Context: an optimization exercise on an open-source flow, tuned for small area and a short achievable clock period. The choices shown serve that exercise and are no tape-out recipe. Function was checked by simulation only, so behaviour that the tests miss may differ from the original. No activity file was given, so power comes from the tool's default toggle rates.

==> design/flow/design.v <==
module pst_brain_core (
  input  logic       clk,
  input  logic       rst,
  input  logic [7:0] cur0,
  input  logic [7:0] cur1,
  input  logic [7:0] cur2,
  input  logic [7:0] cur3,
  output logic [7:0] phase0,
  output logic [7:0] phase1,
  output logic [7:0] phase2,
  output logic [7:0] phase3,
  output logic [2:0] winner,
  output logic [7:0] winner_score,
  output logic [7:0] winner_rel,
  output logic [7:0] w_ab,
  output logic [7:0] w_ac,
  output logic [7:0] w_ad,
  output logic [7:0] w_bc,
  output logic [7:0] w_bd,
  output logic [7:0] w_cd,
  output logic [7:0] seq_slot_A,
  output logic [7:0] seq_slot_B,
  output logic       seq_force_valid,
  output logic [7:0] seq_force_pred,
  output logic [7:0] pred_out,
  output logic [7:0] pred_err,
  output logic       reward_out,
  output logic [2:0] gamma_cnt,
  output logic [2:0] theta_cnt,
  output logic       theta_tick,
  output logic       episode_last,
  output logic [2:0] ep_winner,
  output logic [3:0] ep_strength,
  output logic       ep_valid,
  output logic       exploit_mode,
  output logic       explore_mode,
  output logic [1:0] confidence_level,
  output logic       err_explore,
  output logic       delta_tick,
  output logic [2:0] topic_winner,
  output logic [2:0] topic_strength,
  output logic       topic_valid
);
  logic [7:0] r_cnt;
  logic [3:0] r_sp, r_jf;
  logic [7:0] r_v     [4];
  logic [7:0] r_phase [4];
  logic [6:0] r_w     [6];
  logic [2:0] r_winner;
  logic [7:0] r_win_score, r_win_rel, r_slot_a, r_slot_b, r_pred, r_pred_err;
  logic       r_reward, r_err_explore, r_dcnt;
  logic [1:0] r_rew_run, r_force_left, r_conf, r_err_run;
  logic [2:0] r_gamma_cnt, r_theta_cnt;
  logic [2:0] r_win_cnt [6];
  logic [2:0] r_ep_cnt  [6];
  logic       r_theta_tick, r_delta_tick, r_ep_valid, r_topic_valid;
  logic [2:0] r_ep_winner, r_topic_winner, r_topic_strength;
  logic [3:0] r_ep_strength;
  logic [2:0] r_vb, r_vm, r_ub, r_um;
  logic       r_explore, r_fv;
  logic [7:0] r_fpred;
  logic [7:0] r_es  [6];
  logic [5:0] r_el;
  logic       r_elast, r_exploit;
  function automatic logic [8:0] addc8(input logic [7:0] a, input logic [7:0] b,
                                       input logic ci);
    logic       c;
    logic [7:0] s;
    c = ci;
    for (int i = 0; i < 8; i++) begin
      s[i] = a[i] ^ b[i] ^ c;
      c    = (a[i] & b[i]) | (c & (a[i] ^ b[i]));
    end
    addc8 = {c, s};
  endfunction
  function automatic logic [1:0] pair_a(input int p);
    case (p)
      0, 1, 2: pair_a = 2'd0;
      3, 4:    pair_a = 2'd1;
      default: pair_a = 2'd2;
    endcase
  endfunction
  function automatic logic [1:0] pair_b(input int p);
    case (p)
      0:       pair_b = 2'd1;
      1, 3:    pair_b = 2'd2;
      default: pair_b = 2'd3;
    endcase
  endfunction
  logic [7:0] w_cur [4];
  assign w_cur[0] = cur0;
  assign w_cur[1] = cur1;
  assign w_cur[2] = cur2;
  assign w_cur[3] = cur3;
  logic w_gamma_end, w_explore;
  assign w_gamma_end = &r_cnt;
  assign w_explore   = r_explore;
  logic [3:0] w_fire;
  logic [8:0] w_rem [4];
  logic [7:0] w_cnt_m1;
  always_comb begin
    w_cnt_m1 = r_cnt - 8'd1;
    for (int c = 0; c < 4; c++) begin
      w_rem[c]  = {1'b0, r_v[c]} - {1'b0, w_cur[c]};
      w_fire[c] = ~r_sp[c] & w_rem[c][8];
    end
  end
  logic [7:0] w_ph [4];
  always_comb
    for (int c = 0; c < 4; c++) w_ph[c] = !r_sp[c] ? 8'd255 : (r_jf[c] ? 8'd254 : r_v[c]);
  logic [5:0] w_wb [6];
  logic [8:0] q_wb;
  always_comb begin
    q_wb = '0;
    for (int p = 0; p < 6; p++) begin
      q_wb = addc8({3'b0, r_w[p][6:2]},
                   {5'b0, ~w_explore & r_ep_valid & (r_ep_winner == 3'(p)),
                    ~w_explore & r_topic_valid & (r_topic_winner == 3'(p)), 1'b0}, 1'b0);
      w_wb[p] = q_wb[5:0];
    end
  end
  logic [7:0] e_init [6];
  logic [5:0] e_dec;
  always_comb
    for (int p = 0; p < 6; p++) begin
      e_init[p] = 8'd127 + {2'b0, w_wb[p]};
      e_dec[p]  = r_sp[pair_a(p)] ^ r_sp[pair_b(p)];
    end
  logic [5:0] w_valid;
  logic [7:0] w_score [6];
  always_comb
    for (int p = 0; p < 6; p++) begin
      w_valid[p] = r_sp[pair_a(p)] & r_sp[pair_b(p)];
      w_score[p] = w_valid[p] ? r_es[p] : {2'b0, w_wb[p]};
    end
  logic       t01, t23, t45, gBA, gCA, gCB, wA, wB, wC;
  logic [7:0] s01, s23, s45;
  logic [5:0] w_win1h;
  logic [2:0] w_winner;
  logic [7:0] w_best;
  always_comb begin
    t01 = w_score[1] > w_score[0];
    t23 = w_score[3] > w_score[2];
    t45 = w_score[5] > w_score[4];
    s01 = t01 ? w_score[1] : w_score[0];
    s23 = t23 ? w_score[3] : w_score[2];
    s45 = t45 ? w_score[5] : w_score[4];
    gBA = s23 > s01;
    gCA = s45 > s01;
    gCB = s45 > s23;
    wA  = ~gBA & ~gCA;
    wB  = gBA & ~gCB;
    wC  = gCA & gCB;
    w_win1h  = {wC & t45, wC & ~t45, wB & t23, wB & ~t23, wA & t01, wA & ~t01};
    w_winner = {wC, wB, w_win1h[1] | w_win1h[3] | w_win1h[5]};
    w_best   = (wA ? s01 : 8'd0) | (wB ? s23 : 8'd0) | (wC ? s45 : 8'd0);
  end
  logic [5:0] w_win_wb;
  logic [6:0] w_win_rel7;
  logic [7:0] w_best_rel;
  logic [6:0] w_win_w;
  logic       w_win_coh, w_win_valid, w_win_rl;
  always_comb begin
    w_win_wb    = 6'd0;
    w_win_w     = 7'd0;
    w_win_coh   = 1'b0;
    w_win_valid = 1'b0;
    w_win_rl    = 1'b0;
    for (int p = 0; p < 6; p++) begin
      w_win_wb    = w_win_wb | (w_win1h[p] ? w_wb[p] : 6'd0);
      w_win_w     = w_win_w | (w_win1h[p] ? r_w[p] : 7'd0);
      w_win_valid = w_win_valid | (w_win1h[p] & w_valid[p]);
      w_win_rl    = w_win_rl | (w_win1h[p] & r_el[p]);
    end
    w_win_rel7 = w_best[6:0] - {1'b0, w_win_wb};
    w_best_rel = w_win_valid ? {w_win_rel7, w_win_rl} : 8'd0;
    w_win_coh  = w_win_valid & ({w_win_rel7, w_win_rl} >= 8'd235);
  end
  logic [7:0] w_pred, w_err;
  logic [8:0] q_e1, q_e2;
  logic       w_reward, w_hi_err;
  logic [1:0] w_rew_run, w_err_run;
  always_comb begin
    if (r_winner == 3'd0)      w_pred = r_slot_a;
    else if (r_winner == 3'd5) w_pred = r_slot_b;
    else                       w_pred = r_win_score;
    q_e1      = {1'b0, w_best} - {1'b0, w_pred};
    q_e2      = {1'b0, w_pred} - {1'b0, w_best};
    w_err     = q_e1[8] ? q_e2[7:0] : q_e1[7:0];
    w_reward  = (w_err < 8'd5);
    w_hi_err  = (w_err > 8'd5);
    w_rew_run = !w_reward ? 2'd0 : ((r_rew_run == 2'd2) ? 2'd2 : r_rew_run + 2'd1);
    w_err_run = !w_hi_err ? 2'd0 : ((r_err_run == 2'd3) ? 2'd3 : r_err_run + 2'd1);
  end
  logic [6:0] w_inc;
  logic [6:0] w_w_next [6];
  always_comb begin
    w_inc = (w_win_w >= 7'd118) ? 7'd120 : w_win_w + 7'd2;
    for (int p = 0; p < 6; p++) begin
      if (w_win1h[p])  w_w_next[p] = w_win_coh ? w_inc : r_w[p];
      else if (r_dcnt) w_w_next[p] = (r_w[p] != 7'd0) ? r_w[p] - 7'd1 : 7'd0;
      else             w_w_next[p] = r_w[p];
    end
  end
  logic [2:0] v_b, v_m;
  logic [5:0] v_eq, v_take, w_ep1h;
  logic       v_hit, v_sel;
  logic [2:0] w_ep_win;
  logic [3:0] w_ep_str;
  always_comb begin
    v_b = r_vb;
    v_m = r_vm;
    for (int p = 0; p < 6; p++) begin
      v_eq[p]   = (r_win_cnt[p] == v_m);
      v_take[p] = v_eq[p] | ((r_win_cnt[p] + 3'd1 == v_m) & (3'(p) < v_b));
    end
    v_hit = |(w_win1h & v_eq);
    v_sel = |(w_win1h & v_take);
    for (int p = 0; p < 6; p++)
      w_ep1h[p] = v_sel ? w_win1h[p] : (v_b == 3'(p));
    w_ep_win = {w_ep1h[4] | w_ep1h[5], w_ep1h[2] | w_ep1h[3], w_ep1h[1] | w_ep1h[3] | w_ep1h[5]};
    w_ep_str = {1'b0, v_m} + {3'd0, v_hit};
  end
  logic [2:0] u_b, u_m;
  logic [5:0] u_eq, u_take;
  logic       u_hit, u_sel;
  logic [2:0] w_topic_win, w_topic_str;
  always_comb begin
    u_b = r_ub;
    u_m = r_um;
    for (int p = 0; p < 6; p++) begin
      u_eq[p]   = (r_ep_cnt[p] == u_m);
      u_take[p] = u_eq[p] | ((r_ep_cnt[p] + 3'd1 == u_m) & (3'(p) < u_b));
    end
    u_hit = |(w_ep1h & u_eq);
    u_sel = |(w_ep1h & u_take);
    w_topic_win = u_sel ? w_ep_win : u_b;
    w_topic_str = u_m + {2'd0, u_hit};
  end
  logic [1:0] w_force_next;
  always_comb begin
    if (w_rew_run == 2'd2)         w_force_next = 2'd2;
    else if (r_force_left != 2'd0) w_force_next = r_force_left - 2'd1;
    else                           w_force_next = 2'd0;
  end
  logic [1:0] w_conf_new, w_conf_next;
  logic       w_errx_next;
  always_comb begin
    w_conf_new = r_conf;
    if (w_ep_str >= 4'd7)      w_conf_new = (r_conf == 2'd3) ? 2'd3 : r_conf + 2'd1;
    else if (w_ep_str <= 4'd5) w_conf_new = (r_conf == 2'd0) ? 2'd0 : r_conf - 2'd1;
    w_conf_next = (r_gamma_cnt == 3'd7) ? w_conf_new : r_conf;
    if (w_reward)                  w_errx_next = 1'b0;
    else if (w_err_run == 2'd3)    w_errx_next = 1'b1;
    else                           w_errx_next = r_err_explore;
  end
  always_ff @(posedge clk)
    for (int p = 0; p < 6; p++) begin
      if (r_cnt == 8'd0) begin
        r_es[p] <= e_init[p];
        r_el[p] <= 1'b1;
      end else if (e_dec[p]) begin
        if (!r_el[p]) r_es[p] <= r_es[p] - 8'd1;
        r_el[p] <= ~r_el[p];
      end
    end
  always_ff @(posedge clk or posedge rst) begin
    if (rst) begin
      r_cnt <= '0;
      r_sp  <= '0;
      r_jf  <= '0;
      r_vb <= '0; r_vm <= '0; r_ub <= '0; r_um <= '0;
      r_explore <= 1'b0;
      r_fv <= 1'b0; r_fpred <= '0;
      r_elast <= 1'b0; r_exploit <= 1'b0;
      for (int c = 0; c < 4; c++) begin
        r_v[c] <= 8'd199; r_phase[c] <= 8'd255;
      end
      for (int p = 0; p < 6; p++) begin
        r_w[p] <= 7'd64; r_win_cnt[p] <= '0; r_ep_cnt[p] <= '0;
      end
      r_winner <= '0; r_win_score <= '0; r_win_rel <= '0;
      r_slot_a <= 8'd0; r_slot_b <= 8'd213;
      r_pred <= '0; r_pred_err <= '0; r_reward <= 1'b0;
      r_rew_run <= '0; r_force_left <= '0; r_err_run <= '0; r_err_explore <= 1'b0;
      r_dcnt <= 1'b0; r_gamma_cnt <= '0; r_theta_cnt <= '0; r_conf <= 2'd2;
      r_theta_tick <= 1'b0; r_delta_tick <= 1'b0; r_ep_valid <= 1'b0; r_topic_valid <= 1'b0;
      r_ep_winner <= '0; r_ep_strength <= '0; r_topic_winner <= '0; r_topic_strength <= '0;
    end else begin
      r_cnt        <= r_cnt + 8'd1;
      r_theta_tick <= 1'b0;
      r_delta_tick <= 1'b0;
      for (int c = 0; c < 4; c++) begin
        if (w_gamma_end) begin
          r_sp[c] <= 1'b0;
          r_jf[c] <= 1'b0;
          r_v[c]  <= 8'd199;
        end else begin
          r_sp[c] <= r_sp[c] | w_fire[c];
          r_jf[c] <= w_fire[c];
          if (r_jf[c])       r_v[c] <= w_cnt_m1;
          else if (!r_sp[c]) r_v[c] <= w_rem[c][7:0];
        end
      end
      if (w_gamma_end) begin
        for (int c = 0; c < 4; c++) r_phase[c] <= w_ph[c];
        for (int p = 0; p < 6; p++) r_w[p] <= w_w_next[p];
        r_winner    <= w_winner;
        r_win_score <= w_best;
        r_win_rel   <= w_best_rel;
        r_slot_a    <= w_score[0];
        r_slot_b    <= w_score[5];
        r_pred      <= w_pred;
        r_pred_err  <= w_err;
        r_reward    <= w_reward;
        r_rew_run   <= w_rew_run;
        r_force_left <= w_force_next;
        r_fv         <= (w_force_next != 2'd0);
        r_fpred      <= (w_force_next != 2'd0) ? w_pred : 8'd0;
        r_err_run <= w_err_run;
        r_err_explore <= w_errx_next;
        r_explore     <= ~w_conf_next[1] | w_errx_next;
        r_exploit     <= (w_conf_next == 2'd3);
        r_elast       <= (r_gamma_cnt == 3'd6);
        r_dcnt      <= ~r_dcnt;
        r_gamma_cnt <= r_gamma_cnt + 3'd1;
        if (r_gamma_cnt == 3'd7) begin
          for (int p = 0; p < 6; p++) r_win_cnt[p] <= '0;
          r_vb <= '0;
          r_vm <= '0;
          r_ep_winner   <= w_ep_win;
          r_ep_strength <= w_ep_str;
          r_ep_valid    <= 1'b1;
          r_conf        <= w_conf_new;
          r_theta_tick  <= 1'b1;
          if (r_theta_cnt == 3'd4) begin
            r_theta_cnt <= '0;
            for (int p = 0; p < 6; p++) r_ep_cnt[p] <= '0;
            r_ub <= '0;
            r_um <= '0;
            r_topic_winner   <= w_topic_win;
            r_topic_strength <= w_topic_str;
            r_topic_valid    <= 1'b1;
            r_delta_tick     <= 1'b1;
          end else begin
            r_theta_cnt <= r_theta_cnt + 3'd1;
            for (int p = 0; p < 6; p++)
              r_ep_cnt[p] <= r_ep_cnt[p] + {2'd0, w_ep1h[p]};
            r_ub <= w_topic_win;
            r_um <= w_topic_str;
          end
        end else begin
          for (int p = 0; p < 6; p++) r_win_cnt[p] <= r_win_cnt[p] + {2'd0, w_win1h[p]};
          r_vb <= w_ep_win;
          r_vm <= w_ep_str[2:0];
        end
      end
    end
  end
  assign phase0 = r_phase[0];
  assign phase1 = r_phase[1];
  assign phase2 = r_phase[2];
  assign phase3 = r_phase[3];
  assign winner = r_winner;
  assign winner_score = r_win_score;
  assign winner_rel   = r_win_rel;
  assign w_ab = {r_w[0], 1'b0};
  assign w_ac = {r_w[1], 1'b0};
  assign w_ad = {r_w[2], 1'b0};
  assign w_bc = {r_w[3], 1'b0};
  assign w_bd = {r_w[4], 1'b0};
  assign w_cd = {r_w[5], 1'b0};
  assign seq_slot_A      = r_slot_a;
  assign seq_slot_B      = r_slot_b;
  assign seq_force_valid = r_fv;
  assign seq_force_pred  = r_fpred;
  assign pred_out        = r_pred;
  assign pred_err        = r_pred_err;
  assign reward_out      = r_reward;
  assign gamma_cnt       = r_gamma_cnt;
  assign theta_cnt       = r_theta_cnt;
  assign theta_tick      = r_theta_tick;
  assign episode_last    = r_elast;
  assign ep_winner       = r_ep_winner;
  assign ep_strength     = r_ep_strength;
  assign ep_valid        = r_ep_valid;
  assign exploit_mode    = r_exploit;
  assign explore_mode    = w_explore;
  assign confidence_level = r_conf;
  assign err_explore     = r_err_explore;
  assign delta_tick      = r_delta_tick;
  assign topic_winner    = r_topic_winner;
  assign topic_strength  = r_topic_strength;
  assign topic_valid     = r_topic_valid;
endmodule
==> design/flow/flow/run.sh <==
#!/bin/bash
set -euo pipefail
bash standard.sh BUFFER_PORTS_ARGS="-buffer_cell sky130_fd_sc_hd__buf_1" SETUP_SLACK_MARGIN=31 finish > standard.log 2>&1
==> design/flow/standard.sh <==
#!/bin/bash
# synth_recipe.tcl (not shown) runs the flow's synth.tcl, then flattens the netlist and writes it again
# the make line also repeats each setting of config.mk as NAME=value (left out here)
make -C /OpenROAD-flow-scripts/flow DESIGN_CONFIG=/design/flow/config.mk WORK_HOME=/design/flow/orfs CLKGATE_MAP_FILE= SYNTH_SCRIPT=/design/flow/synth_recipe.tcl "${@:-finish}"
==> design/flow/config.mk <==
export PLATFORM = sky130hd
export DESIGN_NAME = pst_brain_core
export DESIGN_NICKNAME = pst_brain_core
export VERILOG_FILES = /design/flow/design.v
export SDC_FILE = /design/flow/constraint.sdc
export NUM_CORES = 4
export LEC_CHECK = 0
export ABC_AREA = 1
export CAP_MARGIN = 20
export CORE_MARGIN = 2
export CORE_UTILIZATION = 40
export SLEW_MARGIN = 20
==> design/flow/constraint.sdc <==
create_clock -name core_clock -period 40.0 [get_ports {clk}]
set_input_delay 8.0000 -clock core_clock [delete_from_list [all_inputs] [get_ports {clk}]]
set_output_delay 8.0000 -clock core_clock [all_outputs]
set_load 0.01 [all_outputs]
==> qor.yml, run 1 <==
ys_top_cells_by_area: "dfrtp_1 22%, nand2_1 12%, ha_1 11%"
pin_count: 204
avgSynthCellArea_um2: 7.58
p_leak_nw: 14.9
numCtsBuffers: 40
io_buffers: 197
cts.path.max_buffers: 3
finalSetupViolCount: 0
groute.usage.overall_pct: 24.4
drt-vias-per-instance: 5.20
grt_first_pass_wirelength_um: 115000
slew_violations: 0
setup_slack_ns: 30.61
critPathRequiredTime_ns: 40.48
grt-ovfl-total: 0
clk_latency_ns: 0.58
antenna_found_initial: 1
grt_pass1_vias: 20200
drt_first_pass_iters: 5
synth_top_family_by_area: "simple AND/OR/NAND/NOR gates"
power.share.switching_pct: 22.6
post-dp-hpwl_um: 51800
fin_crit_sh_pct: 23.5
syn2layout_area_growth_pct: 25.5
cp-end-kind: "flip-flop"
initial_core_util_pct: 40.5
regToRegSetupSlack_ns: 31.56
crit_arrival_ns: 9.86
fin_crit_ns: 9.39
synthXorXnorAreaFrac_pct: 5.06
die_area_um2: 59000
postRouteAntennaNets: 0
vias: 21500
relSlewSlack_pct: 39.2
clock-sinks: 321
combPwrFrac_pct: 4.2
synth_seq_cells: 321
skew_ns: 0.0209
yosys.area_share.simple_pct: 24.1
synthTopCellsByCount: "724 x nand2_1, 389 x inv_1, 291 x nor2_1"
drtIter0Drc: 1933
critPathLaunchType: "primary input"
place_ws_ns: 28.80
ys_seq_area_share_pct: 36.4
p_sw_uw: 169
worstPathCellList: "buf_8 > inv_4 > ha_4 > nand2_4 > nor2_4 > a211oi_2 > inv_1 > nand2_1 > inv_1 > o21ai_2 > nand2_1 > nand2_1 > inv_1 > o21ai_1 > nand2_1 > or2_4 > nand3_2 > a32oi_1"
postSynthCellCount: 3012
cts-root-buf: "clkbuf_16"
wl_um: 74000
clk_pin_slew_ns: 0.06
fin_util_pct: 50.8
synth_mux_area_share_pct: 0.351
worst_pin_slew_ns: 0.906
cp_max_fo: 2
final_nets: 3596
die_h_um: 243
cpMaxStageDelayCell: "or2_4"
drive_above_1_share_pct: 21.7
hold_path_class: "flip-flop to flip-flop"
rows: 87
p_per_area_nw_per_um2: 26.0
synthAdderAreaFrac_pct: 11.8
path_class: "primary input to flip-flop"
rsz0062_at_grt: "yes"
maxCapViolCount: 0
fp.dieW_um: 243
seqPwrFrac_pct: 44.4
timing.setup.tns_ns: 0
pwr-share-clk_pct: 51.3
status: "complete, no violations"
synth.distinct_cells: 61
max_freq_mhz: 107
synth-async-reset-ratio_pct: 83.2
synth_top_area_cell: "dfrtp_1"
synth_flop_cell: "dfrtp_1"
synth_top_area_share_pct: 22.2
ir_drop_uv: 23.7
grt_max_degree: 115
wl_per_cell_um: 17.9
synth_edf_count: 48
drc: 0
max_stage_delay_ns: 0.23
syn-cell-area_um2: 22800
h-tree-depth: 2
cts_tree: "done"
synth_compound_area_share_pct: 13.7
crit_buf_inv: 5
synth_most_common_cell: "nand2_1"
finalWeightedCongestion: 0.921
core_um2: 56400
crit_path_frequent_cell: "nand2_1"
cp_top_family: "simple AND/OR/NAND/NOR gates"
ys.warnings.count: 14
finalHoldViolations: 0
intPower_uw: 576
p_total_uw: 745
[cell type report]
| cell class | instances | area [um2] |
|---|---|---|
| fill | 5472 | 27700 |
| multi-input combinational | 2196 | 13200 |
| sequential | 321 | 8360 |
| timing repair buffer | 387 | 3210 |
| inverter | 405 | 1570 |
| clock buffer | 63 | 1230 |
| tap | 756 | 946 |
| clock inverter | 11 | 146 |
| timing repair inverter | 3 | 17.5 |
| antenna | 1 | 2.50 |
[kinds of logic (layout without fill, tap and decap cells)]
kind of cell / after synthesis / after routing
xor gates and xnor gates: 132 / 132
and+or+nand+nor: 1302 / 1303
other: 1 / 7
muxes: 8 / 8
buffers and inverters: 502 / 869
AOI/OAI and AO/OA: 538 / 539
DFF: 321 / 321
adders and majority gates: 208 / 208
[worst min-delay path, stage by stage, from the launching register on]
cell	delay, ns
dfstp_2	0.37
nand2_1	0.06
nand2_1	0.05
[worst paths after layout]
| path | from | to | cells past startpoint |
|---|---|---|---|
| hold / removal | r_phase[2][2] | r_phase[2][2] | 2 |
| setup reg to reg | r_topic_winner[1] | r_fpred[2] | 51 |
| min in group asynchronous | rst | r_gamma_cnt[0] | 2 |
| setup / recovery | cur1[1] | r_v[1][7] | 18 |
| max in group asynchronous | rst | r_w[5][6] | 5 |
| hold reg to reg | r_phase[2][2] | r_phase[2][2] | 2 |
[registers in the layout (all words and copies together), names as in the netlist, 4 cells and up]
signal,flops
r_es,48
r_w,42
r_phase,32
r_v,32
r_ep_cnt,18
r_win_cnt,18
r_cnt,8
r_fpred,8
r_pred,8
r_pred_err,8
r_slot_a,8
r_slot_b,8
r_win_rel,8
r_win_score,8
r_el,6
r_ep_strength,4
r_jf,4
r_sp,4
[metrics by stage]
step,hold WS [ns],instance area (um2),cells
2_1_floorplan,0.450,23100,3017
3_3_place_gp,0.457,24500,3892
3_5_place_dp,0.462,24500,3892
4_1_cts,0.479,27700,4094
5_1_grt,0.490,28700,4143
6_report,0.478,28700,4143
[power groups by stage]
stage	registers (mW)	clock network, mW	logic [mW]
after floorplan	0.337	0	0.0150
final	0.331	0.382	0.0316
after global routing	0.331	0.405	0.0349
after CTS	0.331	0.392	0.0269
after global placement	0.337	0	0.0204
after detailed placement	0.337	0	0.0206
[cells in the final DEF, fill, tap and decap left out, types with 20 or more instances in the layout]
master     count
ha_1         182
dfstp_2       64
nand4_1       25
inv_2         20
clkbuf_2      49
nor3_1        27
o21ai_0      197
buf_6        115
nand3_1      115
inv_1        374
edfxtp_1      48
a21oi_1       91
nor2_1       281
o22ai_1       26
nand2_1      712
nand2_2       34
xnor2_1       59
o21ai_1       52
a31oi_1       27
dfrtp_2       31
buf_2         21
dfrtp_1      172
a22o_1        24
buf_4        165
xor2_1        73
buf_1         25
clkbuf_16     42
[metal layers]
| metal | vias up | share of wire (%) | GRT usage [%] |
|---|---|---|---|
| met5 | - | 0 | 0 |
| met4 | 0 | 3.1 | 8.03 |
| met3 | 125 | 5.9 | 3.26 |
| met2 | 703 | 44 | 37.8 |
| met1 | 10200 | 47 | 35.2 |
| li1 | 10600 | - | - |
[timing repair]
action,CTS,global route
hold buffers,0,0
endpoints found under the setup margin,372,275
hold endpoints to repair,0,0
resized for setup,307,200
setup buffers,125,43
pin swaps,53,46
cloned,3,3
==> run 2, diff against run 1 <==
--- a/design/flow/design.v
+++ b/design/flow/design.v
@@ -60,3 +60,2 @@
   logic       r_explore, r_fv;
-  logic [7:0] r_fpred;
   logic [7:0] r_es  [6];
@@ -273,3 +272,3 @@
       r_explore <= 1'b0;
-      r_fv <= 1'b0; r_fpred <= '0;
+      r_fv <= 1'b0;
       r_elast <= 1'b0; r_exploit <= 1'b0;
@@ -318,3 +317,2 @@
         r_fv         <= (w_force_next != 2'd0);
-        r_fpred      <= (w_force_next != 2'd0) ? w_pred : 8'd0;
         r_err_run <= w_err_run;
@@ -375,3 +373,3 @@
   assign seq_force_valid = r_fv;
-  assign seq_force_pred  = r_fpred;
+  assign seq_force_pred  = r_fv ? r_pred : 8'd0;
   assign pred_out        = r_pred;
==> design/flow/flow/run.sh (replaced) <==
#!/bin/bash
set -euo pipefail
bash standard.sh BUFFER_PORTS_ARGS="-buffer_cell sky130_fd_sc_hd__buf_1" finish > standard.log 2>&1
--- a/design/flow/config.mk
+++ b/design/flow/config.mk
@@ -10,3 +10,6 @@
 export CORE_MARGIN = 2
-export CORE_UTILIZATION = 40
+export CORE_UTILIZATION = 70
+export CTS_BUF_LIST = sky130_fd_sc_hd__clkbuf_8
+export CTS_CLUSTER_DIAMETER = 60
+export CTS_CLUSTER_SIZE = 16
 export SLEW_MARGIN = 20
==> run 2 against run 1 <==
- sequential cell count decreased by 8
- global-route usage increased by 16 points
- first-iteration DRC count increased by 13%
- register-to-register slack got worse by 1.8 ns
- worst setup slack got worse by 0.83 ns
- critical path depth increased by 29
- non-clock buffer count decreased by 179
- routed wire length decreased by 7.6%
- critical endpoint is now r_w[3][2]
- largest cell class unchanged
- highest routed layer unchanged
==> qor.yml, run 2 <==
critPathLaunchType: "flip-flop"
postRouteAntennaNets: 0  # unchanged
setup_slack_ns: 29.78  # -0.829 ns
grt_pass1_vias: 20400  # +0.96%
slew_violations: 0  # unchanged
skew_ns: 0.0323  # +0.0113 ns
final_common_cell: "nand2_1"
synthTopCellsByCount: "729 x nand2_1, 356 x inv_1, 245 x o21ai_0"
crit_arrival_ns: 10.70  # +0.84 ns
timing.setup.tns_ns: 0  # unchanged
status: "complete, no violations"
syn-cell-area_um2: 22600  # -0.99%
initial_core_util_pct: 71.3  # +31 points
fin_crit_ns: 10.22  # +0.829 ns
synth.distinct_cells: 65  # +6.6%
wl_per_cell_um: 19.4  # +8.4%
n_fill_cell: 2400  # -56%
synth_seq_cells: 313  # -2.5%
r2r-start: "r_topic_valid"
post-dp-hpwl_um: 50900  # -1.8%
cp-end-kind: "flip-flop"
cts_hold_buf: 0  # unchanged
grt_first_pass_wirelength_um: 107000  # -6.2%
syn2layout_area_growth_pct: 7.34
groute.usage.overall_pct: 40.5  # +16 points
critPathRequiredTime_ns: 40.48  # about the same
max_freq_mhz: 97.9  # -8.1%
place_ws_ns: 29.98  # +1.18 ns
reg2reg_to: "r_w[3][2]"
rows: 65  # -25%
drc: 0  # unchanged
fin_util_pct: 76.5  # +26 points
worst_pin_slew_ns: 1.19  # +0.281 ns
synth_flop_cell: "dfrtp_1"
drt-vias-per-instance: 6.10  # +17%
regArea_um2: 8120  # -2.9%
largestRegisters: "r_es: 48 flops, r_w: 42 flops"
layout_common_cells: "729 x nand2_1, 359 x inv_1, 245 x o21ai_0"
synth-async-reset-ratio_pct: 82.7  # -0.43 points
grt-ovfl-total: 0  # unchanged
relSlewSlack_pct: 18.8  # -20 points
numCtsBuffers: 34  # -15%
die_h_um: 184  # -24%
ys_top_cells_by_area: "dfrtp_1 22%, nand2_1 12%, ha_1 11%"
ys.warnings.count: 14  # unchanged
cts_resized: 0  # -100%
crit_path_frequent_cell: "inv_1"
crit_start: "r_topic_valid"
largest_reg_flops: 48  # unchanged
cts-root-buf: "clkbuf_8"
h-tree-depth: 2  # unchanged
finalSetupViolCount: 0  # unchanged
p_leak_nw: 12.6  # -16%
core_um2: 31700  # -44%
clk_latency_ns: 0.60  # +0.02 ns
pin_count: 204  # unchanged
p_per_area_nw_per_um2: 23.5  # -9.6%
cp_max_fo: 21  # +19
die_area_um2: 33800  # -43%
hold_path_class: "flip-flop to flip-flop"
multi_input_area_um2: 12700  # -3.8%
cts.path.max_buffers: 3  # unchanged
finalWeightedCongestion: 1.02  # +11%
max_stage_delay_ns: 1.04  # +0.81 ns
cpMaxStageDelayCell: "a2111oi_0"
grt_max_degree: 111  # -3.5%
regMostFlops: "r_es"
synth_top_area_share_pct: 21.6  # -0.66 points
p_total_uw: 570  # -23%
wl_um: 68400  # -7.6%
avgSynthCellArea_um2: 7.67  # +1.2%
clk_pin_slew_ns: 0.10  # +0.04 ns
drt_first_pass_iters: 8  # +3
path_class: "flip-flop to flip-flop"
synth_most_common_cell: "nand2_1"
fin_crit_sh_pct: 25.5  # +2.1 points
synth_top_area_cell: "dfrtp_1"
ys_seq_area_share_pct: 35.9  # -0.52 points
postSynthCellCount: 2948  # -2.1%
clock-sinks: 313  # -2.5%
cp-endpoint: "r_w[3][2]"
cts_tree: "done"
post_cts_buffers: 0  # -100%
final_nets: 3347  # -6.9%
ff2ff_path_depth: 47  # -7.8%
maxCapViolCount: 0  # unchanged
drtIter0Drc: 2192  # +13%
drive_above_1_share_pct: 7.25  # -14 points
rsz0062_at_grt: "no"
fp.dieW_um: 184  # -24%
io_buffers: 197  # unchanged
antenna_found_initial: 0  # -1
regToRegSetupSlack_ns: 29.78  # -1.78 ns
n_antenna_cell: 0  # -1
finalHoldViolations: 0  # unchanged
ir_drop_uv: 29.0  # +22%
vias: 21500  # unchanged
synth_edf_count: 48  # unchanged
run 2: changes by cell type in the layout (fill, tap and decap cells not counted), moves of 21 or more:
cell / previous run / this run
buf_1: 25 / 197
buf_2: 21 / 0
buf_4: 165 / 10
buf_6: 115 / 1
clkbuf_16: 42 / 0
clkbuf_2: 49 / 0
clkbuf_8: 10 / 36
dfrtp_1: 172 / 195
dfrtp_2: 31 / 0
nand3_1: 115 / 148
nor2_1: 281 / 232
o21ai_0: 197 / 245
o21ai_1: 52 / 29
run 2: area by class of cell:
type	count	area share [%]
Timing Repair Buffer	208	3.40
Clock buffer	36	2.04
Tap cell	402	2.07
Multi-Input combinational cell	2168	52.3
Clock inverter	25	0.861
Sequential cell	313	33.5
Inverter	379	5.90
run 2: report_power, final:
part           internal, mW  leakage, nW  total (mW)  switching (mW)
registers             0.322         3.94       0.322               0
logic               0.00506         8.25      0.0168          0.0118
clock network        0.0965        0.373       0.231           0.134
total                 0.424         12.6       0.570           0.146
run 2: cell families (layout without fill, tap and decap cells):
group / after synthesis / after routing / share of synthesized area, %
buf+inv: 472 / 648 / 8.15
compound gates: 508 / 508 / 13.1
other cells: 1 / 6 / 0.0166
xor+xnor: 154 / 154 / 5.97
mux: 9 / 9 / 0.398
fa+ha+maj: 209 / 209 / 12.0
simple gates: 1282 / 1282 / 24.4
flops: 313 / 313 / 35.9
run 2: critical path, delay by kind of cell (launching register included):
family / cells / cell delay, ns
compound gates: 7 / 3.57
simple gates: 22 / 2.83
fa+ha+maj: 7 / 2.10
buf+inv: 11 / 1.16
flops: 1 / 0.39
run 2: per-layer routing:
metal,up-vias,wire length [um],global-route usage (%)
met5,-,0,0
met4,0,3040,17.9
met3,223,7640,9.15
met2,1241,30900,64.2
met1,10100,26800,53.3
li1,10000,-,-
run 2: stage by stage:
step	area, um2	hold WS (ns)	instances
finish	24300	0.466	3531
CTS	24300	0.468	3531
detailed placement	23600	0.453	3470
global route	24300	0.480	3531
global placement	23600	0.451	3470
floorplan	22600	0.442	2953
run 2: worst min-delay path by stage:
stage	from	end	cells past startpoint	slack, ns
2_1_floorplan	r_cnt[7]	r_cnt[7]	1	0.44
3_3_place_gp	r_phase[1][5]	r_phase[1][5]	2	0.45
3_5_place_dp	r_phase[3][5]	r_phase[3][5]	2	0.45
4_1_cts	r_phase[3][5]	r_phase[3][5]	2	0.47
5_1_grt	r_phase[0][3]	r_phase[0][3]	2	0.48
6_report	r_phase[0][3]	r_phase[0][3]	2	0.47
==> run 3, diff against run 2 <==
--- a/design/flow/config.mk
+++ b/design/flow/config.mk
@@ -7,6 +7,5 @@
 export LEC_CHECK = 0
-export ABC_AREA = 1
 export CAP_MARGIN = 20
 export CORE_MARGIN = 2
-export CORE_UTILIZATION = 70
+export CORE_UTILIZATION = 60
 export CTS_BUF_LIST = sky130_fd_sc_hd__clkbuf_8
==> run 3 against run 2 <==
- still clean on timing, DRC and antenna
- global-route usage shrank 5.3 points
- sequential power is essentially flat
- clock power grew 6%
- combinational power shrank 4%
- non-clock buffer count grew 13
- critical path type unchanged
==> qor.yml, run 3 <==
status: "complete, no violations"
ys_top_cells_by_area: "dfrtp_1 22%, ha_1 11%, dfstp_2 7.4%"
p_leak_nw: 11.8  # -5.7%
max_stage_delay_ns: 0.74  # -0.30 ns
crit_arrival_ns: 11.53  # +0.83 ns
cts_hold_buf: 0  # unchanged
hold_path_class: "flip-flop to flip-flop"
clk_latency_ns: 0.64  # +0.04 ns
worst_pin_slew_ns: 1.04  # -0.143 ns
finalWeightedCongestion: 1.03  # +1.7%
cpMaxStageDelayCell: "nor2_1"
die_h_um: 198  # +7.8%
slew_violations: 0  # unchanged
core_um2: 37400  # +18%
synth_compound_area_share_pct: 17.7  # +4.6 points
synth_top_area_cell: "dfrtp_1"
finalSetupViolCount: 0  # unchanged
avgSynthCellArea_um2: 8.59  # +12%
initial_core_util_pct: 60.4  # -11 points
regArea_um2: 8120  # unchanged
final_nets: 3009  # -10%
drc: 0  # unchanged
drtIter0Drc: 1740  # -21%
finalHoldViolations: 0  # unchanged
cts-root-buf: "clkbuf_8"
cts_tree: "done"
post-dp-hpwl_um: 52300  # +2.8%
n_antenna_cell: 0  # unchanged
synthTopCellsByCount: "428 x nand2_1, 276 x o21ai_0, 196 x ha_1"
n_fill_cell: 3187  # +33%
groute.usage.overall_pct: 35.2  # -5.3 points
wl_um: 69200  # +1.3%
postRouteAntennaNets: 0  # unchanged
timing.setup.tns_ns: 0  # unchanged
fin_util_pct: 65.5  # -11 points
wl_per_cell_um: 21.0  # +8.3%
synthXorXnorAreaFrac_pct: 6.71  # +0.74 points
drive_above_1_share_pct: 7.06  # -0.20 points
die_area_um2: 39200  # +16%
max_freq_mhz: 90.7  # -7.4%
maxCapViolCount: 0  # unchanged
synth.distinct_cells: 88  # +35%
critPathLaunchType: "flip-flop"
antenna_found_initial: 0  # unchanged
regMostFlops: "r_es"
multi_input_area_um2: 13400  # +5.5%
setup_slack_ns: 28.97  # -0.812 ns
path_class: "flip-flop to flip-flop"
io_buffers: 197  # unchanged
fin_crit_ns: 11.03  # +0.812 ns
layout_common_cells: "428 x nand2_1, 272 x o21ai_0, 197 x buf_1"
synth_edf_count: 48  # unchanged
synth_top_family_by_area: "compound AO/OA/AOI/OAI gates"
cp_max_fo: 41  # +95%
relSlewSlack_pct: 28.4  # +9.6 points
synth_top_area_share_pct: 21.6  # about the same
place_ws_ns: 29.24  # -0.746 ns
vias: 20300  # -5.7%
h-tree-depth: 2  # unchanged
fp.dieW_um: 198  # +7.8%
synth_flop_cell: "dfrtp_1"
rows: 71  # +9.2%
drt_first_pass_iters: 5  # -3
clk_pin_slew_ns: 0.09  # about the same
synth-async-reset-ratio_pct: 82.7  # unchanged
cts_resized: 0  # unchanged
post_cts_buffers: 0  # unchanged
syn2layout_area_growth_pct: 8.47
ir_drop_uv: 26.8  # -7.5%
cp-end-kind: "flip-flop"
critPathRequiredTime_ns: 40.50  # +0.02 ns
grt_max_degree: 121  # +9.0%
yosys.area_share.simple_pct: 17.6  # -6.8 points
largestRegisters: "r_es: 48 flops, r_w: 42 flops"
pin_count: 204  # unchanged
skew_ns: 0.0543  # +0.0220 ns
grt_pass1_vias: 19400  # -4.9%
drt-vias-per-instance: 6.16  # +0.88%
syn-cell-area_um2: 22600  # about the same
ys_seq_area_share_pct: 35.9  # about the same
synth_mux_area_share_pct: 4.93  # +4.5 points
postSynthCellCount: 2630  # -11%
rsz0062_at_grt: "no"
grt-ovfl-total: 0  # unchanged
synth_seq_cells: 313  # unchanged
p_per_area_nw_per_um2: 23.9  # +1.5%
numCtsBuffers: 34  # unchanged
cts.path.max_buffers: 3  # unchanged
clock-sinks: 313  # unchanged
final_common_cell: "nand2_1"
regToRegSetupSlack_ns: 28.97  # -0.81 ns
synth_most_common_cell: "nand2_1"
synthAdderAreaFrac_pct: 12.0  # about the same
grt_first_pass_wirelength_um: 107000  # -0.19%
crit_path_frequent_cell: "ha_1"
ys.warnings.count: 14  # unchanged
fin_crit_sh_pct: 27.6  # +2.0 points
largest_reg_flops: 48  # unchanged
## run 3: cells by family (layout without fill, tap and decap cells)
group                    Yosys count  in the layout
flip-flops                       313            313
adder cells (fa/ha/maj)          209            209
other                              1              6
AND/OR/NAND/NOR                  875            875
multiplexers                     108            108
AO/OA/AOI/OAI                    651            651
buffers and inverters            300            456
XOR/XNOR                         173            173
## run 3: worst paths after layout
path,start,to,cells after the start
max,r_explore,r_force_left[0],38
min,r_phase[2][5],r_phase[2][5],2
max reg2reg,r_explore,r_force_left[0],38
min reg2reg,r_phase[2][5],r_phase[2][5],2
max in group asynchronous,rst,r_w[3][2],3
min in group asynchronous,rst,r_topic_strength[2],2
## run 3: area by class of cell
type                       instances  share of cell area [%]
multi-input combinational       2022                    54.6
sequential                       313                    33.1
timing repair buffer             221                    3.80
inverter                         174                    2.70
tap                              511                    2.61
clock buffer                      37                    2.08
clock inverter                    24                    1.07
## run 3: routing by layer
| layer | global-route usage, % | up-vias | share of wire, % | wire, um |
|---|---|---|---|---|
| met1 | 46.7 | 9754 | 42 | 28700 |
| met5 | 0 | - | 0 | 0 |
| li1 | - | 9512 | - | - |
| met2 | 56.5 | 870 | 46 | 32100 |
| met3 | 6.68 | 189 | 7.7 | 5320 |
| met4 | 15.1 | 0 | 4.5 | 3090 |
## run 3: worst max-delay path: cells and delay by family (launching register included)
family	cells	cell delay, ns
XOR/XNOR	1	0.20
AO/OA/AOI/OAI	14	3.99
adder cells (fa/ha/maj)	7	2.15
buffers and inverters	5	0.82
AND/OR/NAND/NOR	9	2.54
multiplexers	2	0.73
flip-flops	1	0.45
## run 3: metrics by stage
step | std cells | hold slack [ns] | cell area [um2] | power, mW
final | 3302 | 0.454 | 24500 | 0.585
after CTS | 3301 | 0.457 | 24500 | 0.590
after global placement | 3240 | 0.441 | 23700 | 0.344
after floorplan | 2635 | 0.449 | 22600 | 0.340
after global routing | 3302 | 0.473 | 24500 | 0.603
after detailed placement | 3240 | 0.443 | 23700 | 0.345
## run 3: report_power, final
group / switching (mW) / internal (mW)
clock: 0.134 / 0.112
sequential: 0.0000722 / 0.322
combinational: 0.0108 / 0.00535
==> run 4, diff against run 3 <==
--- a/design/flow/config.mk
+++ b/design/flow/config.mk
@@ -7,2 +7,3 @@
 export LEC_CHECK = 0
+export ABC_AREA = 1
 export CAP_MARGIN = 20
==> run 4 against run 3 <==
- still clean on timing, DRC and antenna
- design area down 0.47%
- hold slack gained 0.011 ns
- die area about the same
- largest cell class unchanged
- clock-buffer cell count is 4 lower
- final cell count grew 10%
==> qor.yml, run 4 <==
synth.distinct_cells: 65  # -26%
synth_top_area_cell: "dfrtp_1"
fp.dieW_um: 198  # about the same
status: "complete, no violations"
final_common_cell: "nand2_1"
fin_crit_sh_pct: 24.0  # -3.6 points
post_cts_buffers: 0  # unchanged
fin_cells: 3641  # +10%
grt-ovfl-total: 0  # unchanged
critPathLaunchType: "flip-flop"
ys_top_cells_by_area: "dfrtp_1 22%, nand2_1 12%, ha_1 11%"
core_um2: 37400  # unchanged
place_ws_ns: 29.96  # +0.727 ns
io_buffers: 197  # unchanged
layout_common_cells: "729 x nand2_1, 359 x inv_1, 245 x o21ai_0"
rsz0062_at_grt: "no"
grt_max_degree: 125  # +3.3%
path_class: "flip-flop to flip-flop"
grt_pass1_vias: 19400  # -0.16%
post-dp-hpwl_um: 52200  # -0.25%
ys_seq_area_share_pct: 35.9  # about the same
largestRegisters: "r_es: 48 flops, r_w: 42 flops"
avgSynthCellArea_um2: 7.67  # -11%
holdPathStages: 2  # unchanged
skew_ns: 0.0284  # -0.0258 ns
cts-root-buf: "clkbuf_8"
drive_above_1_share_pct: 7.38  # +0.32 points
critPathRequiredTime_ns: 40.58  # +0.08 ns
reg2reg_to: "r_w[3][4]"
timing.setup.tns_ns: 0  # unchanged
drt-vias-per-instance: 5.76  # -6.5%
regToRegSetupSlack_ns: 30.42  # +1.45 ns
worstHoldEndpoint: "r_phase[3][3]"
grt_first_pass_wirelength_um: 107000  # -0.55%
fin_area_um2: 24400  # -0.47%
finalWeightedCongestion: 0.970  # -6.3%
die_area_um2: 39300  # about the same
clk_pin_slew_ns: 0.11  # +0.02 ns
wl_um: 68500  # -1.1%
holdWs_ns: 0.465  # +0.0106 ns
crit_arrival_ns: 10.16  # -1.37 ns
ff2ff_path_depth: 47  # +24%
cp_max_fo: 21  # -49%
synth_most_common_cell: "nand2_1"
p_per_area_nw_per_um2: 23.0  # -3.7%
ir_drop_uv: 25.1  # -6.4%
cts_hold_buf: 0  # unchanged
rows: 71  # unchanged
fin_crit_ns: 9.58  # -1.45 ns
synth_seq_cells: 313  # unchanged
max_stage_delay_ns: 0.72  # -0.02 ns
n_antenna_cell: 0  # unchanged
drtIter0Drc: 1885  # +8.3%
relSlewSlack_pct: 33.3  # +4.9 points
initial_core_util_pct: 60.5  # about the same
h-tree-depth: 1  # -1
fin_util_pct: 65.2  # -0.31 points
regMostFlops: "r_es"
groute.usage.overall_pct: 34.8  # -0.45 points
regArea_um2: 8120  # unchanged
drt_first_pass_iters: 6  # +1
setup_slack_ns: 30.42  # +1.45 ns
ys.warnings.count: 14  # unchanged
dp.cells: 3583  # +11%
finalSetupViolCount: 0  # unchanged
pin_count: 204  # unchanged
synth-async-reset-ratio_pct: 82.7  # unchanged
hold_path_class: "flip-flop to flip-flop"
maxCapViolCount: 0  # unchanged
postSynthCellCount: 2948  # +12%
cts_resized: 0  # unchanged
cts.path.max_buffers: 3  # unchanged
final_nets: 3348  # +11%
placed_area_um2: 23700  # about the same
numCtsBuffers: 31  # -8.8%
p_leak_nw: 12.6  # +6.1%
cp-end-kind: "flip-flop"
syn-cell-area_um2: 22600  # about the same
cpMaxStageDelayCell: "a2111oi_0"
vias: 21000  # +3.1%
r2r-start: "r_explore"
largest_reg_flops: 48  # unchanged
die_h_um: 198  # about the same
max_freq_mhz: 104  # +15%
cts_tree: "done"
clock-sinks: 313  # unchanged
worst_pin_slew_ns: 1.00  # -0.0440 ns
p_total_uw: 561  # -4.1%
postRouteAntennaNets: 0  # unchanged
slew_violations: 0  # unchanged
synth_edf_count: 48  # unchanged
synthTopCellsByCount: "729 x nand2_1, 356 x inv_1, 245 x o21ai_0"
synth_flop_cell: "dfrtp_1"
finalHoldViolations: 0  # unchanged
multi_input_area_um2: 12700  # -5.3%
wl_per_cell_um: 18.8  # -10%
drc: 0  # unchanged
hold_start: "r_phase[3][3]"
syn2layout_area_growth_pct: 7.89
clk_latency_ns: 0.69  # +0.05 ns
antenna_found_initial: 0  # unchanged
n_fill_cell: 3324  # +4.3%
synth_top_area_share_pct: 21.6  # about the same
-- run 4: changes by cell type in the layout (fill, tap and decap cells not counted), sizes merged, moves of 17 or more --
cell / before / now
nor2: 149 / 242
a21o: 24 / 0
nand3: 73 / 155
a211oi: 36 / 9
nand2b: 22 / 0
or3: 23 / 1
mux2: 23 / 0
nand4: 15 / 43
inv: 182 / 390
nor4: 19 / 2
xnor2: 85 / 61
nand2: 428 / 753
mux2i: 85 / 9
o211ai: 26 / 8
-- run 4: cell families (layout without fill, tap and decap cells) --
| family | Yosys count | count (layout) | share of synthesized area [%] |
|---|---|---|---|
| multiplexers | 9 | 9 | 0.398 |
| adder cells (fa/ha/maj) | 209 | 209 | 12.0 |
| AO/OA/AOI/OAI | 508 | 508 | 13.1 |
| AND/OR/NAND/NOR | 1282 | 1282 | 24.4 |
| flip-flops | 313 | 313 | 35.9 |
| buffers and inverters | 472 | 649 | 8.15 |
| XOR/XNOR | 154 | 154 | 5.97 |
| other | 1 | 6 | 0.0166 |
-- run 4: cell type report --
class | instances | share of cell area, %
clock inverter | 25 | 0.872
multi-input combinational | 2168 | 52.0
timing repair buffer | 212 | 3.49
clock buffer | 33 | 1.86
tap | 511 | 2.62
inverter | 379 | 5.87
sequential | 313 | 33.3
-- run 4: worst max-delay path by stage --
stage	start	endpoint	cells past startpoint
after floorplan	rst	r_cnt[0]	1
after global placement	cur1[1]	r_v[1][7]	18
after detailed placement	cur1[1]	r_v[1][7]	18
after CTS	r_w[5][6]	w_cd[7]	1
after global routing	r_explore	r_force_left[0]	47
final	r_explore	r_w[3][4]	47
-- run 4: worst max-delay path, delay by kind of cell, from the launching register on --
family                     cells  cell delay (ns)
AOI/OAI and AO/OA              7             3.19
and+or+nand+nor               22             2.35
DFF                            1             0.44
buffers and inverters         11             1.40
adders and majority gates      7             2.04
-- run 4: where the power goes --
group	leakage, nW	internal [mW]	switching (mW)
logic	8.27	0.00496	0.0113
registers	3.94	0.322	0
clock network	0.363	0.0892	0.133
total	12.6	0.417	0.144
-- run 4: metal layers --
layer,wire (um),GRT usage [%],up-vias
met1,29700,48.5,9973
met2,30700,55.5,859
met5,0,0,-
li1,-,-,9993
met4,1820,9.69,0
met3,6210,6.08,129
==> run 5, diff against run 4 <==
==> design/flow/flow/run.sh (replaced) <==
#!/bin/bash
set -euo pipefail
bash standard.sh BUFFER_PORTS_ARGS="-buffer_cell sky130_fd_sc_hd__buf_1" SETUP_SLACK_MARGIN=30.7 finish > standard.log 2>&1
==> run 5 against run 4 <==
- still clean
- power increased by 5.9%
- sequential power about the same
- synthesized cell count unchanged
- worst setup slack improved by 0.18 ns
- die area unchanged
- clock skew increased by 0.018 ns
- non-clock buffer count increased by 45
- fmax increased by 1.9%
- synthesized area unchanged
- sequential share of layout area decreased by 1.6 points
==> qor.yml, run 5 <==
wl_um: 70300  # +2.7%
ir_drop_uv: 27.1  # +8.0%
critPathRequiredTime_ns: 32.00  # -8.58 ns
cp_max_fo: 5  # -76%
antenna_found_initial: 1  # +1
relSlewSlack_pct: 34.3  # +0.95 points
fin_crit_ns: 9.40  # -0.180 ns
skew_ns: 0.0465  # +0.0181 ns
clock-sinks: 313  # unchanged
place_ws_ns: 29.61  # -0.353 ns
drc: 0  # unchanged
die_area_um2: 39300  # unchanged
vias: 21000  # +0.20%
hold_path_class: "flip-flop to flip-flop"
r2r-start: "r_topic_winner[0]"
groute.usage.overall_pct: 35.9  # +1.2 points
final_nets: 3399  # +1.5%
clk_pin_slew_ns: 0.09  # -0.02 ns
synth_mux_area_share_pct: 0.398  # unchanged
syn-cell-area_um2: 22600  # unchanged
synth_edf_count: 48  # unchanged
synthTopCellsByCount: "729 x nand2_1, 356 x inv_1, 245 x o21ai_0"
worst_pin_slew_ns: 0.978  # -0.0218 ns
crit_arrival_ns: 1.40  # -8.76 ns
regToRegSetupSlack_ns: 31.19  # +0.77 ns
wl_per_cell_um: 19.0  # +1.2%
ys_top_cells_by_area: "dfrtp_1 22%, nand2_1 12%, ha_1 11%"
yosys.area_share.simple_pct: 24.4  # unchanged
numCtsBuffers: 35  # +13%
layout_common_cells: "723 x nand2_1, 347 x inv_1, 230 x nor2_1"
status: "complete, no violations"
setup_slack_ns: 30.60  # +0.180 ns
met3_usage_pct: 8.21  # +2.1 points
die_h_um: 198  # unchanged
ff2ff_path_depth: 53  # +13%
path_class: "flip-flop to output pin"
postRouteAntennaNets: 0  # unchanged
avgSynthCellArea_um2: 7.67  # unchanged
synthAdderAreaFrac_pct: 12.0  # unchanged
synth-async-reset-ratio_pct: 82.7  # unchanged
cp-end-kind: "output pin"
timing.setup.tns_ns: 0  # unchanged
io_buffers: 197  # unchanged
cts_tree: "done"
cts-root-buf: "clkbuf_8"
p_per_area_nw_per_um2: 23.1  # +0.33%
slew_violations: 0  # unchanged
hold_start: "r_phase[2][2]"
synth_most_common_cell: "nand2_1"
h-tree-depth: 2  # +1
clk_latency_ns: 0.65  # -0.04 ns
synth_top_family_by_area: "simple AND/OR/NAND/NOR gates"
grt_pass1_vias: 20400  # +5.1%
syn2layout_area_growth_pct: 13.9
ys_seq_area_share_pct: 35.9  # unchanged
post-dp-hpwl_um: 52200  # about the same
pin_count: 204  # unchanged
cts_hold_buf: 0  # unchanged
maxCapViolCount: 0  # unchanged
cts.path.max_buffers: 3  # unchanged
synth_compound_area_share_pct: 13.1  # unchanged
regMostFlops: "r_es"
n_fill_cell: 3205  # -3.6%
grt_max_degree: 162  # +30%
synthXorXnorAreaFrac_pct: 5.97  # unchanged
p_leak_nw: 13.2  # +5.2%
grt-ovfl-total: 0  # unchanged
largestRegisters: "r_es: 48 flops, r_w: 42 flops"
finalHoldViolations: 0  # unchanged
grt_first_pass_wirelength_um: 110000  # +2.8%
rsz0062_at_grt: "yes"
critPathLaunchType: "flip-flop"
ys.warnings.count: 14  # unchanged
drive_above_1_share_pct: 14.2  # +6.8 points
postSynthCellCount: 2948  # unchanged
finalSetupViolCount: 0  # unchanged
largest_reg_flops: 48  # unchanged
core_um2: 37400  # unchanged
drt-vias-per-instance: 5.68  # -1.3%
finalWeightedCongestion: 0.981  # +1.1%
fin_crit_sh_pct: 23.5  # -0.45 points
grt.busiest_layer: "met2"
synth_top_area_cell: "dfrtp_1"
initial_core_util_pct: 60.5  # unchanged
max_freq_mhz: 106  # +1.9%
synth.distinct_cells: 65  # unchanged
drtIter0Drc: 1685  # -11%
worstHoldEndpoint: "r_phase[2][2]"
holdPathStages: 2  # unchanged
drt_first_pass_iters: 6  # unchanged
fp.dieW_um: 198  # unchanged
final_common_cell: "nand2_1"
synth_top_area_share_pct: 21.6  # unchanged
regArea_um2: 8160  # +0.45%
rows: 71  # unchanged
use_met2_pct: 57.0  # +1.5 points
synth_flop_cell: "dfrtp_1"
met1_usage_pct: 47.6  # -0.88 points
multi_input_area_um2: 13000  # +2.8%
reg2reg_to: "r_force_left[0]"
synth_seq_cells: 313  # unchanged
## run 5: cell counts after synthesis
Identical to the previous run, type by type.
## run 5: worst max-delay path, stage by stage, from the launching register on
cell,delay [ns]
dfrtp_2,0.43
buf_6,0.15
nand2_2,0.07
inv_2,0.03
buf_6,0.11
## run 5: layout make-up
type / count / share of cell area (%)
antenna: 1 / 0.00972
timing repair buffer: 257 / 6.43
clock buffer: 39 / 2.08
inverter: 379 / 5.60
multi-input combinational: 2168 / 50.6
sequential: 313 / 31.7
clock inverter: 25 / 1.04
tap: 511 / 2.48
timing repair inverter: 2 / 0.0486
## run 5: repair_timing
item,CTS,global route
cloned,1,2
pin swaps,0,11
endpoints found under the setup margin,192,181
gates resized for setup,137,84
setup buffers,28,17
hold endpoints to repair,0,0
## run 5: logic make-up (layout without fill, tap and decap cells)
family,Yosys count,count (layout)
buf+inv,472,702
compound gates,508,508
mux,9,9
simple gates,1282,1282
other cells,1,7
xor+xnor,154,154
flops,313,313
fa+ha+maj,209,209
## run 5: how the worst max path moves through the flow
stage	start	to	slack (ns)	cells past startpoint
2_1_floorplan	rst	r_cnt[0]	28.64	1
3_3_place_gp	rst	r_v[2][4]	29.68	4
3_5_place_dp	rst	r_v[2][4]	29.61	4
4_1_cts	r_fv	seq_force_pred[1]	30.62	3
5_1_grt	r_fv	seq_force_pred[0]	30.55	4
6_report	r_fv	seq_force_pred[3]	30.60	4
## run 5: power breakdown
group	leakage [nW]	total, mW	switching (mW)	internal [mW]
clock	0.412	0.251	0.140	0.111
sequential	3.89	0.322	0	0.322
combinational	8.91	0.0201	0.0131	0.00696
## run 5: metrics by stage
step	instance area, um2	cells	util, %	total power, mW	hold WS, ns
after floorplan	22900	2953	-	0.343	0.442
after global routing	25700	3694	68.9	0.611	0.504
final	25800	3695	68.9	0.594	0.478
after CTS	25400	3675	67.9	0.597	0.478
after detailed placement	24000	3582	64.1	0.348	0.456
after global placement	24000	3582	64.1	0.347	0.450
## run 5: metal layers
metal	up-vias	routed length, um
met1	9891	29700
met2	836	31600
met5	-	0
li1	10100	-
met3	150	6590
met4	0	2520
==> run 6, diff against run 5 <==
==> design/flow/flow/run.sh (replaced) <==
#!/bin/bash
set -euo pipefail
bash standard.sh BUFFER_PORTS_ARGS="-buffer_cell sky130_fd_sc_hd__buf_1" SETUP_SLACK_MARGIN=30.4 finish > standard.log 2>&1
--- a/design/flow/config.mk
+++ b/design/flow/config.mk
@@ -14,2 +14,3 @@
 export CTS_CLUSTER_SIZE = 16
+export GPL_TIMING_DRIVEN = 1
 export SLEW_MARGIN = 20
==> run 6 against run 5 <==
- still clean on timing, DRC and antenna
- sequential share of layout area increased by 1.3 points
- via count about the same
- first-iteration DRC count is 19% higher
- final cell count shrank 1.2%
- critical path depth down 3
- fmax decreased by 2.0%
- clock power decreased by 9.2%
- clock skew down 0.019 ns
- utilization is 3.1 points lower
- largest cell class unchanged
==> qor.yml, run 6 <==
status: "complete, no violations"
drtIter0Drc: 2001  # +19%
p_sw_uw: 145  # -5.5%
critPathRequiredTime_ns: 32.00  # about the same
core_um2: 37400  # unchanged
skew_ns: 0.0278  # -0.0187 ns
io_buffers: 197  # unchanged
pin_count: 204  # unchanged
ir_drop_uv: 28.4  # +4.8%
initial_core_util_pct: 60.5  # unchanged
crit_buf_inv: 1  # -2
groute.usage.overall_pct: 35.2  # -0.74 points
synth.distinct_cells: 65  # unchanged
numCtsBuffers: 31  # -11%
intPower_uw: 422  # -4.2%
cp_top_family: "flip-flops"
regToRegSetupSlack_ns: 31.04  # -0.15 ns
crit_arrival_ns: 1.59  # +0.19 ns
postSynthCellCount: 2948  # unchanged
setup_slack_ns: 30.41  # -0.193 ns
critPathLaunchType: "flip-flop"
regMostFlops: "r_es"
fin_crit_sh_pct: 24.0  # +0.48 points
synth_flop_cell: "dfrtp_1"
grt-ovfl-total: 0  # unchanged
clk_latency_ns: 0.70  # +0.05 ns
final_common_cell: "nand2_1"
final_nets: 3358  # -1.2%
die_h_um: 198  # unchanged
syn-cell-area_um2: 22600  # unchanged
cts_tree: "done"
worst_pin_slew_ns: 0.771  # -0.207 ns
synth_most_common_cell: "nand2_1"
fin_crit_ns: 9.59  # +0.193 ns
grt_pass1_vias: 19800  # -2.7%
pwr-share-clk_pct: 40.1  # -2.2 points
max_stage_delay_ns: 0.65  # +0.22 ns
timing.setup.tns_ns: 0  # unchanged
syn2layout_area_growth_pct: 8.85
cpMaxStageDelayCell: "dfstp_2"
drc: 0  # unchanged
fp.dieW_um: 198  # unchanged
ys.warnings.count: 14  # unchanged
p_per_area_nw_per_um2: 23.0  # about the same
seqPwrFrac_pct: 56.9  # +2.6 points
synth_top_area_cell: "dfrtp_1"
power.share.switching_pct: 25.5  # -0.26 points
slew_violations: 0  # unchanged
worstHoldEndpoint: "r_phase[2][5]"
cts-root-buf: "clkbuf_8"
drive_above_1_share_pct: 8.31  # -5.9 points
synth_top_area_share_pct: 21.6  # unchanged
ys_seq_area_share_pct: 35.9  # unchanged
grt_max_degree: 82  # -49%
antenna_found_initial: 1  # unchanged
h-tree-depth: 1  # -1
post-dp-hpwl_um: 52400  # +0.42%
holdPathStages: 2  # unchanged
cts_hold_buf: 0  # unchanged
synth-async-reset-ratio_pct: 82.7  # unchanged
p_leak_nw: 12.6  # -4.4%
vias: 21000  # +0.090%
relSlewSlack_pct: 48.1  # +14 points
wl_per_cell_um: 18.9  # -0.67%
die_area_um2: 39300  # unchanged
avgSynthCellArea_um2: 7.67  # unchanged
largest_reg_flops: 48  # unchanged
wl_um: 69000  # -1.9%
drt_first_pass_iters: 7  # +1
finalHoldViolations: 0  # unchanged
cts.path.max_buffers: 3  # unchanged
n_antenna_cell: 0  # -1
drt-vias-per-instance: 5.76  # +1.3%
hold_path_class: "flip-flop to flip-flop"
placed_area_um2: 23800  # -0.82%
layout_common_cells: "729 x nand2_1, 354 x inv_1, 232 x nor2_1"
finalSetupViolCount: 0  # unchanged
p_total_uw: 567  # -4.5%
synthTopCellsByCount: "729 x nand2_1, 356 x inv_1, 245 x o21ai_0"
r2r-start: "r_topic_valid"
synth_seq_cells: 313  # unchanged
rows: 71  # unchanged
cp-end-kind: "output pin"
place_ws_ns: 29.53  # -0.0825 ns
largestRegisters: "r_es: 48 flops, r_w: 42 flops"
ys_top_cells_by_area: "dfrtp_1 22%, nand2_1 12%, ha_1 11%"
worstPathCellList: "buf_1"
finalWeightedCongestion: 0.978  # -0.34%
reg2reg_to: "r_err_explore"
maxCapViolCount: 0  # unchanged
postRouteAntennaNets: 0  # unchanged
rsz0062_at_grt: "no"
clock-sinks: 313  # unchanged
combPwrFrac_pct: 3.0  # -0.4 points
clk_pin_slew_ns: 0.11  # +0.02 ns
cp_max_fo: 5  # unchanged
path_class: "flip-flop to output pin"
synth_edf_count: 48  # unchanged
max_freq_mhz: 104  # -2.0%
hold_start: "r_phase[2][5]"
ff2ff_path_depth: 51  # -3.8%
grt_first_pass_wirelength_um: 108000  # -1.5%
fin_area_um2: 24600  # -4.4%
[run 6: how the worst max path moves through the flow]
stage                       start             to  cells after the start
finish                  r_w[5][6]        w_cd[7]                      1
detailed placement            rst      r_w[2][0]                      4
global placement              rst      r_w[2][0]                      4
CTS                     r_w[0][6]        w_ab[7]                      1
global route        r_topic_valid  r_err_explore                     53
floorplan                     rst       r_cnt[0]                      1
[run 6: logic make-up after synthesis]
group / Yosys count / share of synthesized area [%]
flops: 313 / 35.9
mux: 9 / 0.398
fa+ha+maj: 209 / 12.0
simple gates: 1282 / 24.4
other cells: 1 / 0.0166
compound gates: 508 / 13.1
buf+inv: 472 / 8.15
xor+xnor: 154 / 5.97
[run 6: layout make-up]
class | instances | area, um2
inverter | 379 | 1430
sequential | 313 | 8120
clock inverter | 26 | 259
fill | 3331 | 12800
timing repair buffer | 222 | 942
multi-input combinational | 2168 | 12800
clock buffer | 32 | 440
tap | 511 | 639
[run 6: routing by layer]
| metal | up-vias | GRT usage, % | wire length, um |
|---|---|---|---|
| met3 | 141 | 4.68 | 5630 |
| li1 | 10000 | - | - |
| met5 | - | 0 | 13 |
| met2 | 831 | 56.0 | 31100 |
| met1 | 10000 | 49.4 | 30000 |
| met4 | 2 | 12.4 | 2300 |
[run 6: repair_timing]
action	in CTS	in global routing
pin swaps	0	4
setup endpoints to repair	77	130
gates resized for setup	2	28
buffers inserted	0	9
[run 6: per-stage QoR]
step / std cells / utilization (%) / hold WS [ns]
2_1_floorplan: 2953 / - / 0.442
3_3_place_gp: 3584 / 63.6 / 0.451
3_5_place_dp: 3584 / 63.6 / 0.454
4_1_cts: 3642 / 65.5 / 0.469
5_1_grt: 3651 / 65.8 / 0.490
6_report: 3651 / 65.8 / 0.469
[run 6: power groups by stage]
stage,logic [mW],registers [mW],clock network [mW]
global placement,0.0166,0.329,0
detailed placement,0.0171,0.329,0
finish,0.0170,0.322,0.228
CTS,0.0172,0.322,0.231
floorplan,0.0127,0.329,0
global route,0.0199,0.322,0.243
==> run 7, diff against run 6 <==
--- a/design/flow/config.mk
+++ b/design/flow/config.mk
@@ -14,3 +14,2 @@
 export CTS_CLUSTER_SIZE = 16
-export GPL_TIMING_DRIVEN = 1
 export SLEW_MARGIN = 20
==> run 7 against run 6 <==
- critical path type unchanged
- non-clock buffer count unchanged
- routed wire length unchanged
- power unchanged
- global-route usage unchanged
- first-iteration DRC count unchanged
- final cell count unchanged
==> qor.yml, run 7 <==
finalWeightedCongestion: 0.978  # unchanged
critPathLaunchType: "flip-flop"
p_leak_nw: 12.6  # unchanged
dp.cells: 3584  # unchanged
met3_usage_pct: 4.68  # unchanged
worst_pin_slew_ns: 0.771  # unchanged
fp.dieW_um: 198  # unchanged
layout_common_cells: "729 x nand2_1, 354 x inv_1, 232 x nor2_1"
synthXorXnorAreaFrac_pct: 5.97  # unchanged
clk_pin_slew_ns: 0.11  # about the same
cp_max_fo: 5  # unchanged
use_met2_pct: 56.0  # unchanged
fin_crit_sh_pct: 24.0  # unchanged
regArea_um2: 8120  # unchanged
regMostFlops: "r_es"
max_stage_delay_ns: 0.65  # about the same
holdPathStages: 2  # unchanged
synth_most_common_cell: "nand2_1"
p_total_uw: 567  # unchanged
drt_first_pass_iters: 7  # unchanged
postRouteAntennaNets: 0  # unchanged
p_sw_uw: 145  # unchanged
ir_drop_uv: 28.4  # unchanged
synth_edf_count: 48  # unchanged
grt_pass1_vias: 19800  # unchanged
max_freq_mhz: 104  # unchanged
wl_per_cell_um: 18.9  # unchanged
fin_util_pct: 65.8  # unchanged
core_um2: 37400  # unchanged
synth_top_family_by_area: "simple AND/OR/NAND/NOR gates"
die_h_um: 198  # unchanged
grt.busiest_layer: "met2"
ys_top_cells_by_area: "dfrtp_1 22%, nand2_1 12%, ha_1 11%"
vias: 21000  # unchanged
synth_top_area_share_pct: 21.6  # unchanged
synth_compound_area_share_pct: 13.1  # unchanged
met1_usage_pct: 49.4  # unchanged
largest_reg_flops: 48  # unchanged
ys_seq_area_share_pct: 35.9  # unchanged
synth_top_area_cell: "dfrtp_1"
pin_count: 204  # unchanged
skew_ns: 0.0278  # unchanged
worstPathCellList: "buf_1"
antenna_found_initial: 1  # unchanged
avgSynthCellArea_um2: 7.67  # unchanged
grt-ovfl-total: 0  # unchanged
intPower_uw: 422  # unchanged
final_common_cell: "nand2_1"
status: "complete, no violations"
==> run 7: cell counts after synthesis <==
No cell type changed its count.
==> run 7: through the flow <==
step	instance area [um2]	hold WS, ns
finish	24600	0.469
global route	24600	0.490
CTS	24500	0.469
detailed placement	23800	0.454
global placement	23800	0.451
floorplan	22700	0.442
==> run 7: cell families after synthesis <==
family / Yosys count
DFF: 313
buffers and inverters: 472
muxes: 9
AOI/OAI and AO/OA: 508
adders and majority gates: 209
and+or+nand+nor: 1282
other: 1
xor gates and xnor gates: 154
==> run 7: area by class of cell <==
cell class | count | area share (%)
Sequential cell | 313 | 33.0
Clock inverter | 26 | 1.05
Clock buffer | 32 | 1.79
Tap cell | 511 | 2.60
Multi-Input combinational cell | 2168 | 51.9
Timing Repair Buffer | 222 | 3.83
Inverter | 379 | 5.82
==> run 7: how the worst max path moves through the flow <==
stage | start | end | slack [ns] | cells after the start
CTS | r_w[0][6] | w_ab[7] | 30.42 | 1
global placement | rst | r_w[2][0] | 29.59 | 4
floorplan | rst | r_cnt[0] | 28.64 | 1
global route | r_topic_valid | r_err_explore | 30.37 | 53
finish | r_w[5][6] | w_cd[7] | 30.41 | 1
detailed placement | rst | r_w[2][0] | 29.53 | 4
==> run 7: per-layer routing <==
| metal | part of all wire [%] | routed length (um) | vias to the layer above |
|---|---|---|---|
| li1 | - | - | 10000 |
| met4 | 3.3 | 2300 | 2 |
| met1 | 43 | 30000 | 10000 |
| met3 | 8.2 | 5630 | 141 |
| met2 | 45 | 31100 | 831 |
| met5 | 0.019 | 13 | - |
==> run 7: timing repair <==
| action | in CTS | in global routing |
|---|---|---|
| setup endpoints to repair | 77 | 130 |
| buffers inserted | 0 | 9 |
| hold buffers | 0 | 0 |
| gates resized for setup | 2 | 28 |
| pin swaps | 0 | 4 |
==> run 7: worst register-to-register path, delay by kind of cell (launching register included) <==
family / cells / cell delay [ns]
AND/OR/NAND/NOR: 24 / 2.92
XOR/XNOR: 1 / 0.15
AO/OA/AOI/OAI: 10 / 2.09
flip-flops: 1 / 0.39
buffers and inverters: 9 / 1.15
adder cells (fa/ha/maj): 7 / 2.12
==> run 7: power groups by stage <==
stage | clock [mW] | combinational [mW] | sequential (mW)
finish | 0.228 | 0.0170 | 0.322
global route | 0.243 | 0.0199 | 0.322
CTS | 0.231 | 0.0172 | 0.322
detailed placement | 0 | 0.0171 | 0.329
global placement | 0 | 0.0166 | 0.329
floorplan | 0 | 0.0127 | 0.329

Check on run 7: ideal ports give 30.406 ns setup slack; a clkbuf_16 on the clock port and buf_2 on the inputs give 30.350 ns; moving port delays by the midpoint clock arrival (0.738 ns) as well gives 30.050 ns.
